This design comes from an exercise in tuning for small area and a short achievable clock period on the open sky130 flow, not from production work. In this exercise RTL edits were held to simulation tests only and were not proved equivalent to the original. Power and IR drop assume default switching activity.

## coproc_top
module coproc_top (
  input  logic                CLOCK_50,
  input  logic                hps_fpga_reset_n,
  input  logic [word_w-1:0]   in_readdata,
  input  logic                in_waitrequest,
  output logic                in_read,
  output logic [word_w-1:0]   out_writedata,
  output logic                out_write,
  input  logic                out_waitrequest,
  input  logic [2:0]          reset_req,
  output logic                cold_reset,
  output logic                warm_reset,
  output logic                debug_reset,
  output logic [uptime_w-1:0] status_count,
  output logic [led_w-1:0]    ledr
);
export LEC_CHECK = 0
export CAP_MARGIN = 20
export CORE_MARGIN = 2
export CORE_UTILIZATION = 65
export CTS_CLUSTER_DIAMETER = 150
export CTS_CLUSTER_SIZE = 30
export SETUP_SLACK_MARGIN = 3.76
export SLEW_MARGIN = 20
export SYNTH_HIERARCHICAL = 1
create_clock -name core_clock -period 6.8 [get_ports {CLOCK_50}]
standard.sh (not shown) runs the stock make flow with config.mk's settings and CLKGATE_MAP_FILE= SYNTH_SCRIPT=/design/flow/synth_recipe.tcl, a recipe that flattens the netlist after the stock synthesis.
==> flow/flow/run.sh <==
#!/bin/bash
# Layout flow: the standard ORFS flow, with the port buffers that the
# placement step inserts made from sky130_fd_sc_hd__buf_1, which the timing
# repair may then resize, instead of the delay-cell buffer the resizer picks.
set -euo pipefail
bash standard.sh "BUFFER_PORTS_ARGS=-buffer_cell sky130_fd_sc_hd__buf_1" finish > orfs_make.log 2>&1
The first run completed without violations.
==> next run, changes <==
CORE_UTILIZATION = 55   (was 65)
SETUP_SLACK_MARGIN = 3.7   (was 3.76)
What happened: First-iteration DRC count is higher by 8.7%. Die area grows by 18%. Clock power goes up by about 1%. Flip-flop and latch count is unchanged. Final area goes down by 0.58%. Via count decreases by 2.7%. Setup slack gets worse by 32 ps. Non-clock buffer count drops by 10. Final cell count goes up by 2.9%. Routed wire length increases by 1.6%.
==> next run, changes <==
CORE_UTILIZATION = 60   (was 55)
SETUP_SLACK_MARGIN = 3.72   (was 3.7)
TNS_END_PERCENT = 5   (was unset)
After rerunning: Design area fell by 3.0%. Sequential share of layout area grows by 1.2 points. Critical path depth came out lower by 5. Clock-buffer cell count is lower by 1. Fmax went down by about 0.5%.
==> next run, changes <==
CORE_UTILIZATION = 75   (was 60)
CTS_CLUSTER_DIAMETER = 100   (was 150)
CTS_CLUSTER_SIZE = 24   (was 30)
SETUP_SLACK_MARGIN = 3.7   (was 3.72)
TNS_END_PERCENT = unset   (was 5)
Outcome: First-iteration DRC count grows by 49%; design area grows by 2.0%; worst setup slack is worse by 18 ps; via count grows by 4.7%; total power grows by 8.1%; clock power grows by 11%.
==> next run, changes <==
CORE_UTILIZATION = 65   (was 75)
CTS_CLUSTER_DIAMETER = 150   (was 100)
CTS_CLUSTER_SIZE = 30   (was 24)
PLACE_DENSITY = 0.75   (was unset)
Critical path depth went down by 6; synthesized cell count is unchanged; wire length went down by 7.7%; global-route usage went down by 5.9 points.
==> next run, changes <==
==> flow/flow/run.sh (replaced) <==
#!/bin/bash
# Layout flow: the standard ORFS flow, with the port buffers that the
# placement step inserts made from sky130_fd_sc_hd__buf_1, which the timing
# repair may then resize, instead of the delay-cell buffer the resizer picks;
# and with ORFS's power recovery after global routing, which downsizes gates
# on paths that keep positive slack.
set -euo pipefail
bash standard.sh "BUFFER_PORTS_ARGS=-buffer_cell sky130_fd_sc_hd__buf_1" RECOVER_POWER=100 finish > orfs_make.log 2>&1
PLACE_DENSITY = unset   (was 0.75)
Result:
- The new run finished with max-capacitance violations, max-slew violations left
- clock-buffer cell count stays the same
- wire length rose by about 1.8%
- total power grows by 1.2%


Another version of the RTL of coproc_top (not shown whole).
For scale: roughly 1100 cells after synthesis, roughly 200 flip-flops, about 120 I/O pins, about 0.014 mm^2 of cells after synthesis.
Settings: LEC_CHECK=0, CAP_MARGIN=20, CORE_MARGIN=2, CORE_UTILIZATION=55, SETUP_SLACK_MARGIN=3.7, SLEW_MARGIN=20, SYNTH_HIERARCHICAL=1; clock period 6.8 ns.
==> flow/flow/run.sh <==
#!/bin/bash
# Layout flow: the standard ORFS flow, with the port buffers that the
# placement step inserts made from sky130_fd_sc_hd__buf_1, which the timing
# repair may then resize, instead of the delay-cell buffer the resizer picks.
set -euo pipefail
bash standard.sh "BUFFER_PORTS_ARGS=-buffer_cell sky130_fd_sc_hd__buf_1" finish > orfs_make.log 2>&1
Edit:
Settings changed: CTS_BUF_LIST set to sky130_fd_sc_hd__clkbuf_4 sky130_fd_sc_hd__clkbuf_8.
Effect: Maximum frequency is about the same. Via count grows slightly. Global-route usage grows by 0.38 points. Power shrinks slightly. Clock power shrinks by a little under a tenth. Utilization shrinks by 0.38 points. Sequential cell count does not change. Non-clock buffer count shrinks by 6. Routed wire length grows slightly. Sequential power is about the same. Combinational power grows slightly.

-- re-timing with driven ports --
No port has a modelled driver above. Below, the same layouts with a new extraction and two added sets of constraints. Step 1: set_driving_cell puts a clkbuf_16 on CLOCK_50 and a buf_2 on each other input, an assumption about the parent block. Step 2 times the ports against the registers' clock, not the clock port: input delays grow and output delays shrink by t, the midpoint of the rising clock arrivals with the driver on. Three values: ideal ports, drivers, drivers and shift; two values: the first two.
| run | shift t [ns] | setup slack, ns | slew at the worst register clock pin (ns) |
|---|---|---|---|
| the first run of note 1 | 0.512 | 3.756 / 3.718 / 3.567 | 0.12 / 0.12 |
| the second run of note 1 | 0.526 | 3.724 / 3.715 / 3.715 | 0.12 / 0.12 |
| the third run of note 1 | 0.520 | 3.708 / 3.689 / 3.491 | 0.11 / 0.11 |
| the fourth run of note 1 | 0.513 | 3.690 / 3.677 / 3.164 | 0.10 / 0.10 |
| the fifth run of note 1 | 0.512 | 3.705 / 3.679 / 3.679 | 0.11 / 0.11 |
| the sixth run of note 1 | 0.516 | 2.357 / 2.384 / 1.868 | 0.11 / 0.11 |
| the first run of note 2 | 0.564 | 3.754 / 3.721 / 3.721 | 0.06 / 0.06 |
| the second run of note 2 | 0.578 | 3.754 / 3.721 / 3.721 | 0.07 / 0.07 |
For the fourth run of note 1, which loses most, drivers alone change the setup slack by -0.013 ns; drivers and shift together by -0.526 ns.
